Background: an optimization exercise with open tools, aiming at small area and a short achievable clock period. Do not read the settings as production practice.
No run shown here included a check of the RTL's function; only the layout flow was run.
No activity file was given, so power comes from the tool's default toggle rates.

## design/flow/config.mk

```make
export PLATFORM = sky130hd
export DESIGN_NAME = exec_stage
export DESIGN_NICKNAME = exec_stage
export VERILOG_FILES = /design/flow/design.v
export SDC_FILE = /design/flow/constraint.sdc
export NUM_CORES = 4
export LEC_CHECK = 0
export ABC_AREA = 1
export CAP_MARGIN = 20
export CORE_MARGIN = 2
export CORE_UTILIZATION = 40
export SETUP_SLACK_MARGIN = 0.2
export SLEW_MARGIN = 20
```

## design/flow/standard.sh

```bash
#!/bin/bash
# synth_recipe.tcl (not shown) runs the flow's synth.tcl, then flattens the netlist and writes it again
# the make line also repeats each setting of config.mk as NAME=value (left out here)
make -C /OpenROAD-flow-scripts/flow DESIGN_CONFIG=/design/flow/config.mk WORK_HOME=/design/flow/orfs CLKGATE_MAP_FILE= SYNTH_SCRIPT=/design/flow/synth_recipe.tcl "${@:-finish}"
```

## design/flow/flow/run.sh

```bash
#!/bin/bash
# Standard layout, with plain buffers (not delay cells) on the ports.
cp standard.sh standard_sh.txt
export BUFFER_PORTS_ARGS="-buffer_cell sky130_fd_sc_hd__buf_1"
bash standard.sh > standard.log 2>&1
```

## design/flow/constraint.sdc

```tcl
create_clock -name core_clock -period 6.0 [get_ports {clk}]
set_input_delay 1.2000 -clock core_clock [delete_from_list [all_inputs] [get_ports {clk}]]
set_output_delay 1.2000 -clock core_clock [all_outputs]
set_load 0.01 [all_outputs]
```

## design/flow/design.v

```verilog
package exec_pkg;
    localparam int IMM_W       = 16;
    localparam int LINK_OFFSET = 8;
    localparam int SLOT_OFFSET = 4;
    typedef logic [31:0] word_t;
    typedef logic [4:0]  reg_idx_t;
    typedef enum logic [3:0] {
        ADD,
        ADDU,
        SUB,
        SUBU,
        AND,
        OR,
        XOR,
        NOR,
        SLT,
        SLTU,
        SLL,
        SRL,
        SRA,
        LUI
    } alu_op_e;
    typedef enum logic [2:0] {
        BEQ,
        BNE,
        BGEZ,
        BGTZ,
        BLEZ,
        BLTZ
    } branch_e;
    typedef enum logic [1:0] {
        MSIZE1,
        MSIZE2,
        MSIZE4
    } msize_e;
    typedef enum logic [1:0] {
        CM_NONE,
        CM_MOVZ,
        CM_MOVN
    } cmove_e;
    typedef struct packed {
        alu_op_e alu_op;
        logic    imm_src;
        logic    zero_ext;
        logic    shamt_valid;
        logic    memtoreg;
        logic    memwrite;
        msize_e  msize;
        logic    regwrite;
        logic    tne;
        cmove_e  cmove;
        logic    is_link;
        logic    branch;
        branch_e branch_type;
        logic    jump;
        logic    jr;
    } ctl_t;
    typedef struct packed {
        logic overflow;
        logic adel;
        logic ades;
        logic trap;
    } exc_t;
    typedef struct packed {
        logic  bypass;
        word_t data;
    } bypass_t;
    typedef struct packed {
        logic             valid;
        word_t            pc;
        word_t            raw_instr;
        word_t            rd1;
        word_t            rd2;
        logic [IMM_W-1:0] imm;
        reg_idx_t         rdst;
        ctl_t             ctl;
        logic             pre_taken;
        word_t            pre_pc;
        logic             in_exc;
    } issue_t;
    typedef struct packed {
        logic     valid;
        word_t    pc;
        word_t    alu_out;
        word_t    srca;
        word_t    srcb;
        reg_idx_t rdst;
        logic     regwrite;
        logic     memtoreg;
        logic     memwrite;
        msize_e   msize;
        exc_t     exc;
    } result_t;
    function automatic word_t ext_imm(logic [IMM_W-1:0] imm, logic zero_ext);
        if (zero_ext) begin
            ext_imm = {{(32-IMM_W){1'b0}}, imm};
        end else begin
            ext_imm = {{(32-IMM_W){imm[IMM_W-1]}}, imm};
        end
    endfunction
    function automatic logic misaligned(msize_e size, logic [1:0] addr_lo);
        misaligned = ((size == exec_pkg::MSIZE2) && addr_lo[0]) || ((size == exec_pkg::MSIZE4) && (addr_lo != 2'b00));
    endfunction
endpackage
`timescale 1ns/1ps
module exec_alu (
    input  exec_pkg::word_t   a_i,
    input  exec_pkg::word_t   b_i,
    input  exec_pkg::alu_op_e op_i,
    output exec_pkg::word_t   y_o,
    output logic              overflow_o
);
    logic        sub;
    logic [31:0] bx;
    logic [32:0] sum;
    logic        slt;
    logic        sltu;
    logic [4:0]  shamt;
    logic        is_sll;
    logic        fill;
    logic [31:0] sh_in;
    logic [31:0] sh0, sh1, sh2, sh3, sh4;
    logic [31:0] sh_rev;
    assign sub = (op_i[3:1] == 3'b001) || (op_i[3:1] == 3'b100);
    assign bx  = b_i ^ {32{sub}};
    assign sum = {1'b0, a_i} + {1'b0, bx} + {32'b0, sub};
    assign overflow_o = (op_i[3:2] == 2'b00) && !op_i[0] &&
                        (a_i[31] == bx[31]) && (sum[31] != a_i[31]);
    assign slt  = (a_i[31] ^ b_i[31]) ? a_i[31] : sum[31];
    assign sltu = !sum[32];
    assign shamt  = a_i[4:0];
    assign is_sll = (op_i == exec_pkg::SLL);
    assign fill   = (op_i == exec_pkg::SRA) && b_i[31];
    always_comb begin
        for (int i = 0; i < 32; i++) begin
            sh_in[i] = is_sll ? b_i[31-i] : b_i[i];
        end
        sh0 = shamt[0] ? {{1{fill}},  sh_in[31:1]}  : sh_in;
        sh1 = shamt[1] ? {{2{fill}},  sh0[31:2]}    : sh0;
        sh2 = shamt[2] ? {{4{fill}},  sh1[31:4]}    : sh1;
        sh3 = shamt[3] ? {{8{fill}},  sh2[31:8]}    : sh2;
        sh4 = shamt[4] ? {{16{fill}}, sh3[31:16]}   : sh3;
        for (int i = 0; i < 32; i++) begin
            sh_rev[i] = sh4[31-i];
        end
    end
    always_comb begin
        case (op_i)
            exec_pkg::ADD, exec_pkg::ADDU,
            exec_pkg::SUB, exec_pkg::SUBU: y_o = sum[31:0];
            exec_pkg::AND:  y_o = a_i & b_i;
            exec_pkg::OR:   y_o = a_i | b_i;
            exec_pkg::XOR:  y_o = a_i ^ b_i;
            exec_pkg::NOR:  y_o = ~(a_i | b_i);
            exec_pkg::SLT:  y_o = {31'b0, slt};
            exec_pkg::SLTU: y_o = {31'b0, sltu};
            exec_pkg::SLL:  y_o = sh_rev;
            exec_pkg::SRL,
            exec_pkg::SRA:  y_o = sh4;
            exec_pkg::LUI:  y_o = {b_i[15:0], 16'b0};
            default:        y_o = '0;
        endcase
    end
endmodule
`timescale 1ns/1ps
module branch_resolve (
    input  exec_pkg::issue_t issue_i,
    input  exec_pkg::word_t  rs_i,
    input  logic             rs_eq_rt_i,
    input  exec_pkg::word_t  pc8_i,
    output logic             cond_o,
    output logic             redirect_o,
    output exec_pkg::word_t  target_o
);
    exec_pkg::ctl_t  ctl;
    logic        rs_zero;
    logic        taken;
    logic [29:0] br_word;
    logic [31:0] br_target;
    logic [3:0]  slot_hi;
    logic [31:0] j_target;
    logic        pre_taken;
    logic        eq_pc8;
    logic        eq_rs;
    logic        eq_j;
    logic        eq_sel;
    assign ctl       = issue_i.ctl;
    assign pre_taken = issue_i.pre_taken;
    assign rs_zero   = (rs_i == '0);
    always_comb begin
        case (ctl.branch_type)
            exec_pkg::BEQ:  taken = rs_eq_rt_i;
            exec_pkg::BNE:  taken = !rs_eq_rt_i;
            exec_pkg::BGEZ: taken = !rs_i[31];
            exec_pkg::BGTZ: taken = !rs_i[31] && !rs_zero;
            exec_pkg::BLEZ: taken = rs_i[31] || rs_zero;
            exec_pkg::BLTZ: taken = rs_i[31];
            default:        taken = 1'b0;
        endcase
    end
    assign cond_o = ctl.branch && taken;
    assign br_word   = issue_i.pc[31:2] + {{14{issue_i.raw_instr[15]}}, issue_i.raw_instr[15:0]} + 30'd1;
    assign br_target = {br_word, issue_i.pc[1:0]};
    assign slot_hi   = issue_i.pc[31:28] + {3'b000, &issue_i.pc[27:2]};
    assign j_target  = {slot_hi, issue_i.raw_instr[25:0], 2'b00};
    always_comb begin
        if (cond_o && !pre_taken) begin
            target_o = br_target;
        end else if (ctl.branch && !cond_o && pre_taken) begin
            target_o = pc8_i;
        end else if (ctl.jr) begin
            target_o = rs_i;
        end else if (ctl.jump) begin
            target_o = j_target;
        end else begin
            target_o = '0;
        end
    end
    assign eq_pc8 = (issue_i.pre_pc == pc8_i);
    assign eq_rs  = (issue_i.pre_pc == rs_i);
    assign eq_j   = (issue_i.pre_pc == j_target);
    assign eq_sel = (ctl.branch && !taken) ? eq_pc8 : (ctl.jr ? eq_rs : eq_j);
    assign redirect_o = issue_i.valid &&
                        ((ctl.branch && (cond_o != pre_taken)) ||
                         ((ctl.jump || ctl.jr) && !(pre_taken && eq_sel)));
endmodule
`timescale 1ns/1ps
module exec_lane (
    input  exec_pkg::issue_t  issue_i,
    input  exec_pkg::bypass_t bypass_a_i,
    input  exec_pkg::bypass_t bypass_b_i,
    output exec_pkg::word_t   rs_o,
    output exec_pkg::word_t   rt_o,
    output logic              rs_eq_rt_o,
    output exec_pkg::word_t   pc8_o,
    output exec_pkg::word_t   alu_out_o,
    output logic              regwrite_o,
    output logic              addr_bad_o,
    output logic              overflow_o,
    output logic              trap_o
);
    exec_pkg::ctl_t  ctl;
    exec_pkg::word_t rs;
    exec_pkg::word_t rt;
    exec_pkg::word_t imm_ext;
    exec_pkg::word_t op_a;
    exec_pkg::word_t op_b;
    exec_pkg::word_t alu_y;
    logic            rt_zero;
    logic            cm_fail;
    assign ctl = issue_i.ctl;
    assign rs = bypass_a_i.bypass ? bypass_a_i.data : issue_i.rd1;
    assign rt = bypass_b_i.bypass ? bypass_b_i.data : issue_i.rd2;
    assign rs_o = rs;
    assign rt_o = rt;
    assign rs_eq_rt_o = (rs == rt);
    assign rt_zero    = (rt == '0);
    assign imm_ext = exec_pkg::ext_imm(issue_i.imm, ctl.zero_ext);
    assign op_a = ctl.shamt_valid ? {27'b0, issue_i.raw_instr[10:6]} : rs;
    assign op_b = ctl.imm_src ? imm_ext : rt;
    exec_alu i_alu (
        .a_i        (op_a),
        .b_i        (op_b),
        .op_i       (ctl.alu_op),
        .y_o        (alu_y),
        .overflow_o (overflow_o)
    );
    assign pc8_o     = {issue_i.pc[31:3] + 29'd1, issue_i.pc[2:0]};
    assign alu_out_o = ctl.is_link ? pc8_o : alu_y;
    assign addr_bad_o = exec_pkg::misaligned(ctl.msize, alu_y[1:0]);
    always_comb begin
        case (ctl.cmove)
            exec_pkg::CM_MOVZ: cm_fail = !rt_zero;
            exec_pkg::CM_MOVN: cm_fail = rt_zero;
            default:           cm_fail = 1'b0;
        endcase
    end
    assign regwrite_o = ctl.regwrite && !cm_fail;
    assign trap_o     = ctl.tne && rs_eq_rt_o;
endmodule
`timescale 1ns/1ps
module exec_stage (
    input  logic            clk,
    input  logic            rst_i,
    input  logic [411:0]    issue_i,
    input  logic [65:0]     bypass_a_i,
    input  logic [65:0]     bypass_b_i,
    output logic [285:0]    result_o,
    output logic            redirect_o,
    output exec_pkg::word_t redirect_pc_o,
    output logic            branch_cond_o
);
    exec_pkg::issue_t  iss0;
    exec_pkg::issue_t  iss1;
    exec_pkg::bypass_t byp_a0;
    exec_pkg::bypass_t byp_a1;
    exec_pkg::bypass_t byp_b0;
    exec_pkg::bypass_t byp_b1;
    exec_pkg::word_t rs0, rt0, pc8_0, alu0;
    exec_pkg::word_t rs1, rt1, pc8_1, alu1;
    logic            eq0, rw0, bad0, ovf0, trap0;
    logic            eq1, rw1, bad1, ovf1, trap1;
    logic            br_cond;
    logic            br_redirect;
    exec_pkg::word_t br_target;
    assign iss0   = issue_i[205:0];
    assign iss1   = issue_i[411:206];
    assign byp_a0 = bypass_a_i[32:0];
    assign byp_a1 = bypass_a_i[65:33];
    assign byp_b0 = bypass_b_i[32:0];
    assign byp_b1 = bypass_b_i[65:33];
    exec_lane i_lane0 (
        .issue_i    (iss0),
        .bypass_a_i (byp_a0),
        .bypass_b_i (byp_b0),
        .rs_o       (rs0),
        .rt_o       (rt0),
        .rs_eq_rt_o (eq0),
        .pc8_o      (pc8_0),
        .alu_out_o  (alu0),
        .regwrite_o (rw0),
        .addr_bad_o (bad0),
        .overflow_o (ovf0),
        .trap_o     (trap0)
    );
    exec_lane i_lane1 (
        .issue_i    (iss1),
        .bypass_a_i (byp_a1),
        .bypass_b_i (byp_b1),
        .rs_o       (rs1),
        .rt_o       (rt1),
        .rs_eq_rt_o (eq1),
        .pc8_o      (pc8_1),
        .alu_out_o  (alu1),
        .regwrite_o (rw1),
        .addr_bad_o (bad1),
        .overflow_o (ovf1),
        .trap_o     (trap1)
    );
    branch_resolve i_branch (
        .issue_i    (iss1),
        .rs_i       (rs1),
        .rs_eq_rt_i (eq1),
        .pc8_i      (pc8_1),
        .cond_o     (br_cond),
        .redirect_o (br_redirect),
        .target_o   (br_target)
    );
    logic            v0_q, v1_q;
    logic            redirect_q, cond_q;
    exec_pkg::word_t pc0_q, alu0_q, srca0_q, srcb0_q;
    exec_pkg::word_t pc1_q, alu1_q, srca1_q, srcb1_q;
    logic [4:0]      rdst0_q, rdst1_q;
    logic [1:0]      msize0_q, msize1_q;
    logic            rw0_q, mtr0_q, mw0_q, bad0_q, ovf0_q, trap0_q;
    logic            rw1_q, mtr1_q, mw1_q, bad1_q, ovf1_q, trap1_q;
    logic            inexc1_q;
    exec_pkg::word_t target_q;
    always_ff @(posedge clk) begin
        if (rst_i) begin
            v0_q       <= 1'b0;
            v1_q       <= 1'b0;
            redirect_q <= 1'b0;
            cond_q     <= 1'b0;
        end else begin
            v0_q       <= iss0.valid;
            v1_q       <= iss1.valid;
            redirect_q <= br_redirect;
            cond_q     <= br_cond;
        end
    end
    always_ff @(posedge clk) begin
        pc0_q    <= iss0.pc;
        alu0_q   <= alu0;
        srca0_q  <= rs0;
        srcb0_q  <= rt0;
        rdst0_q  <= iss0.rdst;
        msize0_q <= iss0.ctl.msize;
        rw0_q    <= rw0;
        mtr0_q   <= iss0.ctl.memtoreg;
        mw0_q    <= iss0.ctl.memwrite;
        bad0_q   <= bad0;
        ovf0_q   <= ovf0;
        trap0_q  <= trap0;
        pc1_q    <= iss1.pc;
        alu1_q   <= alu1;
        srca1_q  <= rs1;
        srcb1_q  <= rt1;
        rdst1_q  <= iss1.rdst;
        msize1_q <= iss1.ctl.msize;
        rw1_q    <= rw1;
        mtr1_q   <= iss1.ctl.memtoreg;
        mw1_q    <= iss1.ctl.memwrite;
        bad1_q   <= bad1;
        ovf1_q   <= ovf1;
        trap1_q  <= trap1;
        inexc1_q <= iss1.in_exc;
        target_q <= br_target;
    end
    logic l1_exc;
    logic adel0, ades0, adel1, ades1;
    assign adel0  = mtr0_q && bad0_q;
    assign ades0  = mw0_q && bad0_q;
    assign adel1  = mtr1_q && bad1_q;
    assign ades1  = mw1_q && bad1_q;
    assign l1_exc = v1_q && (inexc1_q || ovf1_q || adel1 || ades1 || trap1_q);
    exec_pkg::result_t out0;
    exec_pkg::result_t out1;
    always_comb begin
        out0.valid        = v0_q && !(v1_q && ovf1_q);
        out0.pc           = pc0_q;
        out0.alu_out      = alu0_q;
        out0.srca         = srca0_q;
        out0.srcb         = srcb0_q;
        out0.rdst         = rdst0_q;
        out0.regwrite     = rw0_q;
        out0.memtoreg     = mtr0_q && !bad0_q && !l1_exc;
        out0.memwrite     = mw0_q && !bad0_q && !l1_exc;
        out0.msize        = exec_pkg::msize_e'(msize0_q);
        out0.exc.overflow = ovf0_q;
        out0.exc.adel     = adel0;
        out0.exc.ades     = ades0;
        out0.exc.trap     = trap0_q;
        out1.valid        = v1_q;
        out1.pc           = pc1_q;
        out1.alu_out      = alu1_q;
        out1.srca         = srca1_q;
        out1.srcb         = srcb1_q;
        out1.rdst         = rdst1_q;
        out1.regwrite     = rw1_q;
        out1.memtoreg     = mtr1_q && !bad1_q;
        out1.memwrite     = mw1_q && !bad1_q;
        out1.msize        = exec_pkg::msize_e'(msize1_q);
        out1.exc.overflow = ovf1_q;
        out1.exc.adel     = adel1;
        out1.exc.ades     = ades1;
        out1.exc.trap     = trap1_q;
    end
    assign result_o      = {out1, out0};
    assign redirect_o    = redirect_q;
    assign redirect_pc_o = target_q;
    assign branch_cond_o = cond_q;
endmodule
```

==> results of run 1 <==
-- final cells by class --
class	instances	area share, %
diodes	3	0.02101
clock buffers	50	3.046
inverters	651	6.845
well taps	959	3.358
repair buffers	989	12.58
flip-flops and latches	319	17.87
multi-input cells	3788	55.40
clock inverters	22	0.8893
-- Yosys cell counts, types with 25 or more instances --
cell         n  share of area (%)
or2_2       25               0.53
a21oi_1    221                3.7
clkbuf_1   158                2.0
xor2_1      82                2.4
nand3_1    159                2.7
nor3_1      26               0.44
a221oi_1    47                1.4
buf_2       25               0.42
ha_1       224                9.5
nand2_1   1569                 20
o21ai_1    130                2.2
nand4_1     73                1.5
xnor2_1     60                1.8
dfxtp_1    319                 22
nor4_1      33               0.70
nor2_1     334                4.2
inv_1      635                8.0
o21ai_0    599                 10
-- through the flow --
step / power (µW) / cell area, µm² / hold WS, ns / instances / setup slack (ns)
detailed placement: 5821 / 34320 / 1.293 / 6706 / 0.4448
global placement: 5817 / 34320 / 1.293 / 6706 / 0.4886
global route: 8925 / 35730 / 0.6694 / 6779 / 0.6321
finish: 8522 / 35740 / 0.6823 / 6781 / 0.8154
CTS: 8458 / 35730 / 0.6599 / 6778 / 1.074
floorplan: 4412 / 29620 / 1.228 / 4982 / 1.348
-- worst max-delay path by stage --
| stage | start | end | slack [ns] | depth (start not counted) |
|---|---|---|---|---|
| global placement | bypass_a_i[65] | alu1_q[29]$_DFF_P_ | 0.49 | 18 |
| detailed placement | bypass_a_i[65] | alu1_q[29]$_DFF_P_ | 0.44 | 18 |
| floorplan | bypass_a_i[32] | bad0_q$_DFF_P_ | 1.35 | 28 |
| finish | bypass_a_i[65] | alu1_q[29]$_DFF_P_ | 0.82 | 18 |
| global route | bypass_b_i[65] | alu1_q[22]$_DFF_P_ | 0.63 | 29 |
| CTS | bypass_a_i[65] | alu1_q[29]$_DFF_P_ | 1.07 | 18 |
-- registers in the layout, summed over array words and instances (netlist names), 32 cells and up --
| register | count |
|---|---|
| srca1_q | 32 |
| target_q | 32 |
| srcb0_q | 32 |
| srca0_q | 32 |
| pc1_q | 32 |
| alu0_q | 32 |
| pc0_q | 32 |
| alu1_q | 32 |
| srcb1_q | 32 |
-- power groups by stage --
| stage | combinational (µW) | sequential [µW] | clock [µW] |
|---|---|---|---|
| 6_report | 3500 | 2390 | 2630 |
| 5_1_grt | 3790 | 2400 | 2730 |
| 4_1_cts | 3410 | 2390 | 2660 |
| 3_5_place_dp | 3390 | 2430 | 0 |
| 3_3_place_gp | 3390 | 2430 | 0 |
| 2_1_floorplan | 1900 | 2510 | 0 |
-- routing by layer --
metal,vias to the layer above,wire length (µm)
li1,17872,-
met1,16890,61780
met2,1902,70790
met3,416,12710
met4,16,10290
met5,-,105
-- cell usage in the layout (no fill, tap or decap), types with 6 or more instances in the layout --
cell type     n
ha_1        224
o21ai_2       9
mux2i_1      11
xor2_1       82
nand4_1      73
buf_4       194
o21ai_0     598
a31oi_1      18
o21a_1       10
xnor2_1      60
nand3b_1     22
nor3_1       26
inv_2         7
o221ai_1      8
nand3_1     159
a221oi_1     47
a21o_1        6
a21boi_0      8
o2111ai_1    15
o21ai_1     126
inv_1       635
buf_1       788
o22ai_1      23
clkbuf_16    40
nand2_1    1569
a21oi_1     219
nor2_1      330
o211ai_1     17
nor4_1       33
a211oi_1      7
or2_2        25
a22oi_1       6
clkinv_1      8
dfxtp_1     319
a2111oi_0    16
-- cells by family (layout without fill, tap and decap cells) --
kind of cell	Yosys count	count (layout)
AOI/OAI and AO/OA	1153	1153
other	0	3
DFF	319	319
xor gates and xnor gates	142	142
muxes	13	13
buffers and inverters	875	1712
and+or+nand+nor	2253	2253
adders and majority gates	227	227
==> impl_results.md, run 1 <==
- Outcome: timing/DRC/antenna clean
- GR peak layer: met2
- Pwr/cell area: approximately 240 mW/mm²
- Post-synthesis adder-cell area fraction: 9.665%
- Global-route wire length before repair: about 220 mm
- CP peak stage delay: roughly 0.78 ns
- Distinct cell type count after synthesis: 54
- Compound-Gate Fraction of Synth Area: between 20 and 25%
- Setup-failing EPs final: 0
- Crit-path most repeated cell: nand2_1
- Worst Setup Start Kind: primary input
- Hold-fix buffers, CTS: 0
- IO Count: about 870
- Clk sinks: 319
- Post-synthesis mux area share: less than 1%
- Die ar.: ~0.076 mm²
- Layout Utilization: approximately 50%
- Via density: 5.471
- Total wire length: ~160 mm
- Multi-input logic area: roughly 0.020 mm²
- WP data required: 6.44 ns
- Fmax achieved: 192.9 MHz
- Final hold vios: 0
- Switching Fraction: a little over two fifths
- Die H: around 280 µm
- Wire per inst: 22.96 µm
- CP Class: in -> reg
- Crit path arrival time: ~5.6 ns
- CP max-delay cell: o21ai_1
- RSZ-0062 raised after global routing: false
- Clock group share of total power: a little under a third
- GR met2 Demand/Resource: 64.45%
- Reg power frac: between 20 and 30%
- Worst-case vdd ir drop: approximately 0.22 mV
- XOR/XNOR share of the synthesized area: around 4.2%
- DIE WIDTH: approximately 280 µm
- Count of pins over their slew limit: 0
- Largest net degree at the start of global routing: 43
- M1 GR Usage: between 40% and 50%
- Core area: roughly 0.073 mm²
- Post-synthesis simple-gate area fraction: approximately 31%
- Number of synthesized flops with an enable pin: 0
- Cell-internal power: 4907 µW
- Largest family of logic cells by synthesized area: simple AND/OR/NAND/NOR gates
- Number of global-route vias before repair: 34143
- Slew margin rel.: a little under a quarter
- CP Max Fanout: 29
- Min-delay src: issue_i[266]
- Residual DRC: 0
- Worst hold stages: 1
- Total number of vias: between 30000 and 40000
- TritonCTS clock tree: yes
- Number of antenna violations at the first check in global routing: 11
- Post-route setup TNS: 0 ns
- Crit path cell chain: clkbuf_2 -> buf_4 -> o21ai_1 -> nor2_1 -> ha_1 -> nand2_1 -> nor4_1 -> nand2_1 -> o211ai_1 -> nand3_1 -> o211ai_1 -> nand4_1 -> nand2_1 -> nand2_1 -> nand3_1 -> nand4_1 -> nand2_1 -> o21ai_0
- # nets final: 6562
- Worst Max-Slew Pin Slew: about 1.1 ns
- Tmin final: 5.185 ns
- Crit share post-route: about 86%
- Critical path endpoint category: register
- Cts repair resizes: 0
- Met3 usage: approximately 6.5%
- Crit path buffers/inverters: 2
- Filler instances: roughly 8000
- Worst Hold Path EP: rdst1_q[4]$_DFF_P_
- Mapped Area: 0.02962 mm²
- Logic pwr share: 41.1%
- Avg Cell Area, Syn: 5.945 µm²
- Mapped Cells: about 5000
- Root buffer cell: clkbuf_16
- CTS buffer count: 40
- Top Family by Delay on Critical Path: simple AND/OR/NAND/NOR gates
- P_sw: between 3000 and 4000 µW
- Initial core utilization: 40.53%
- Register bit count reported by yosys: 319
- Router iterations before antenna repair: 6
- Rows: between 90 and 100
- H-tree level count: 2
- Hpwl dp: 130.0 mm
- MaxCap Viol Count: 0
- Share of layout cells above drive strength 1: under 10%
- Area growth, synth to finish: 20.65%
- Synth Warn #: 4
- Leak: around 0.017 µW
- Post-synthesis sequential area ratio: between 20% and 30%
- Number of port buffers: between 700 and 800
- Global Route Usage Sum: around 39%
- Post-CTS Setup Repair Bufs: 0
- GPL Wtd Cong: between 1 and 1.5
- Async SR Flop Fraction: 0%
- DR iter-0 viols: 4237
- Clock transition at path regs: approximately 0.060 ns
- Max clock buf depth: 3
- Post-DRT Antenna Nets: 0
- Primary FF master, synth: dfxtp_1
- Worst Hold Class: in -> reg
- Grt total ovfl: 0
- Syn Nets: between 5000 and 6000
- Register area: between 0.006 and 0.007 mm²
==> inputs of run 2 (changes only) <==
--- a/design/flow/config.mk
+++ b/design/flow/config.mk
@@ -7,3 +7,2 @@
 export LEC_CHECK = 0
-export ABC_AREA = 1
 export CAP_MARGIN = 20
@@ -11,3 +10,3 @@
 export CORE_UTILIZATION = 40
-export SETUP_SLACK_MARGIN = 0.2
+export SETUP_SLACK_MARGIN = 3.0
 export SLEW_MARGIN = 20
==> run 2 against run 1 <==
Die area fell by 2.1%. Largest cell class unchanged. Critical path depth fell by 2. Still clean on timing, DRC and antenna. Sequential power barely moved. First-iteration DRC count fell by 29%. Clock power fell by 8.0%. Non-clock buffer count rose by 235. Maximum frequency rose by 18%. Final cell count fell by 19%. Count of clock-buffer cells in the layout did not move. Via count fell by 13%. Combinational power rose by 41%.
==> impl_results.md, run 2 <==
- Worst Max-Slew Pin Slew: 1.118 ns (-0.002592 ns)
- Hold-fix buffers, CTS: 0 (unchanged)
- Number of global-route vias before repair: 30840 (-9.7%)
- Synth top cells by count: mux2i_1, dfxtp_1, inv_1, nor2_1, ha_1
- Biggest area consumer among synthesized cells: dfxtp_1
- Multi-input logic area: 0.02463 mm² (+24%)
- Largest net degree at the start of global routing: 63 (+47%)
- Primary FF master, synth: dfxtp_1
- Global-route wire length before repair: 206.4 mm (-7.2%)
- Post-route setup TNS: 0 ns (unchanged)
- Wire per inst: 26.90 µm (+17%)
- Top-area cell type share of the netlist area: 22.03% (+0.47 points)
- Mapped Area: 0.02899 mm² (-2.1%)
- Number of port buffers: 792 (unchanged)
- Share of layout cells above drive strength 1: 26.84% (+21 points)
- WP data required: 6.47 ns (+0.03 ns)
- CTS buffer count: 37 (-7.5%)
- Crit-path most repeated cell: a21oi_1
- Setup-failing EPs final: 0 (unchanged)
- TritonCTS clock tree: yes
- Crit path arrival time: 4.87 ns (-0.76 ns)
- Initial core utilization: 40.48% (-0.050 points)
- Global Route Usage Sum: 37.42% (-1.5 points)
- Pwr/cell area: 231.7 mW/mm² (-2.9%)
- Grt total ovfl: 0 (unchanged)
- CP Class: in -> reg
- Core area: 0.07161 mm² (-2.0%)
- Number of synthesized flops with an enable pin: 0 (unchanged)
- Root buffer cell: clkbuf_16
- Worst hold stages: 1 (unchanged)
- DR iter-0 viols: 3005 (-29%)
- Critical path endpoint category: register
- Syn Nets: 4260 (-26%)
- Register area: 0.006390 mm² (about the same)
- Total wire length: 148.5 mm (-4.6%)
- Register bit count reported by yosys: 319 (unchanged)
- Number of antenna violations at the first check in global routing: 12 (+1)
- Placed insts: 5167 (-23%)
- Leak: 0.01757 µW (+2.2%)
- Max clock buf depth: 3 (unchanged)
- CP max-delay cell: nor4_1
- Synth Warn #: 4 (unchanged)
- Filler instances: 6467 (-20%)
- Async SR Flop Fraction: 0% (unchanged)
- Die ar.: 0.07464 mm² (-2.1%)
- Crit path cell chain: buf_1 -> nor4_1 -> nand3_1 -> nor2_1 -> a21oi_1 -> o311ai_1 -> o2bb2ai_2 -> nor2_4 -> nor2_2 -> ha_4 -> o21ai_2 -> a222oi_1 -> o22a_1 -> nand4_1 -> a2111oi_4 -> a21oi_1
- Area growth, synth to finish: 44.98%
- Final Non-Filler Cells: 5521 (-19%)
- RSZ-0062 raised after global routing: true
- Crit share post-route: 73.43% (-13 points)
- Clk sinks: 319 (unchanged)
- H-tree level count: 2 (unchanged)
- Post-synthesis sequential area ratio: 22.03% (+0.47 points)
- Commonest non-fill, non-tap cells in the layout: buf_1, dfxtp_1, buf_4
- Worst-case vdd ir drop: 0.2987 mV (+33%)
- Synth area leaders: dfxtp_1, mux2i_1, ha_1
- Residual DRC: 0 (unchanged)
- Clock transition at path regs: 0.06 ns (about the same)
- Worst Setup Start Kind: primary input
- # nets final: 5314 (-19%)
- Hpwl dp: 111.7 mm (-14%)
- Router iterations before antenna repair: 6 (unchanged)
- Slew margin rel.: 24.68% (+1.3 points)
- MaxCap Viol Count: 0 (unchanged)
- Die H: 273.2 µm (-1.1%)
- Post-DRT Antenna Nets: 0 (unchanged)
- Tmin final: 4.406 ns (-0.7788 ns)
- Via density: 5.828 (+6.5%)
- Commonest non-fill, non-tap cell in the layout: buf_1
- CP peak stage delay: 0.62 ns (-0.16 ns)
- DIE WIDTH: 273.2 µm (-1.1%)
- Worst Hold Class: in -> reg
- Outcome: timing/DRC/antenna clean
- Distinct cell type count after synthesis: 90 (+67%)
- Fmax achieved: 227.0 MHz (+18%)
- Mapped Cells: 3487 (-30%)
- Count of pins over their slew limit: 0 (unchanged)
- IO Count: 866 (unchanged)
- Most used standard cell by instance count after synthesis: mux2i_1
- Rows: 98 (-1.0%)
- CP Max Fanout: 4 (-86%)
- Total number of vias: 32177 (-13%)
- GPL Wtd Cong: 1.019 (-3.7%)
- Final hold vios: 0 (unchanged)
- Avg Cell Area, Syn: 8.313 µm² (+40%)
==> run 2: cell count changes after synthesis, sizes merged, moves of 47 or more <==
cell   previous run  this run
nand2          1572       214
o22ai            23        76
inv             643       248
o21ai           733       191
nand3           159        52
xnor2            60       220
xor2             82       129
nor2            336       234
mux2              2       106
mux2i            11       365
==> run 2: stage by stage <==
step                      utilization (%)  setup slack [ns]  total power (µW)  hold WS (ns)  area, µm²
after floorplan                         -             1.328              4900         1.228      30390
after global placement              47.98            0.2837              6180         1.292      34360
after detailed placement            47.98            0.2560              6187         1.293      34360
after CTS                           55.71             1.708              9249        0.6745      39890
after global routing                58.68             1.523             10110        0.6609      42020
final                               58.69             1.594              9735        0.6789      42020
==> run 2: what timing repair did <==
action,in CTS,in global routing
cloned,20,2
gates resized for setup,506,297
buffers inserted,185,78
pin swaps,145,180
endpoints found under the hold margin,0,0
endpoints found under the setup margin,106,104
==> run 2: worst max-delay path, delay by kind of cell <==
kind	cells	cell delay (ns)
buffers and inverters	1	0.12
AO/OA/AOI/OAI	8	1.64
AND/OR/NAND/NOR	6	1.60
adder cells (fa/ha/maj)	1	0.29
==> run 2: cell families after synthesis <==
logic type	Yosys count	synth area share, %
AOI/OAI and AO/OA	823	18.10
xor gates and xnor gates	349	10.55
adders and majority gates	227	9.876
buffers and inverters	464	6.621
DFF	319	22.03
muxes	500	19.58
and+or+nand+nor	805	13.25
==> run 2: report_power, final <==
| group | switching [µW] | internal [µW] | leakage, µW | total (µW) |
|---|---|---|---|---|
| combinational | 2840 | 2090 | 0.0143 | 4930 |
| sequential | 76.6 | 2310 | 0.00269 | 2390 |
| clock | 1020 | 1400 | 0.000621 | 2420 |
==> run 2: final timing paths <==
check                       from                     to
setup / recovery  bypass_a_i[57]  redirect_q$_SDFF_PP0_
hold / removal      issue_i[253]          mw1_q$_DFF_P_
==> run 2: cell type report <==
type / instances / share of cell area (%)
multi-input combinational: 2705 / 58.61
antenna: 3 / 0.01786
timing repair buffer: 1224 / 17.86
sequential: 319 / 15.21
tap: 950 / 2.828
inverter: 252 / 2.388
clock buffer: 50 / 2.537
clock inverter: 16 / 0.5061
timing repair inverter: 2 / 0.04168
==> run 2: metal layers <==
layer	wire [µm]	track usage, %
met5	80	0
met3	12320	8.421
met1	52460	40.75
met4	13930	29.85
met2	69740	62.75

## separate check: timing with driven ports
How much do the figures lean on ideal ports? The routed layouts below were timed once more, with nothing changed but the port constraints.
Step 1, drivers: a clkbuf_16 drives clk and a buf_2 each remaining input, both assumed.
Step 2 adds t to the input delays and takes it off the output delays; t is the mean of the earliest and latest rising clock arrival at the registers after step 1. Input paths then give back, and output paths get back, about the clock's delay inside the block.
Three values: ideal ports, drivers, drivers and shift; two values: the first two.
| run | t, ns | slack for setup (ns) | worst setup path after step 2 |
|---|---|---|---|
| run 1 | 0.654 | 0.815 / 0.851 / 0.197 | input to register |
| run 2 | 0.661 | 1.594 / 1.610 / 0.949 | input to register |
After both steps every run listed still meets setup and hold. The setup slack of run 2, which loses most, moves by +0.016 ns with the drivers and by -0.645 ns with both steps.
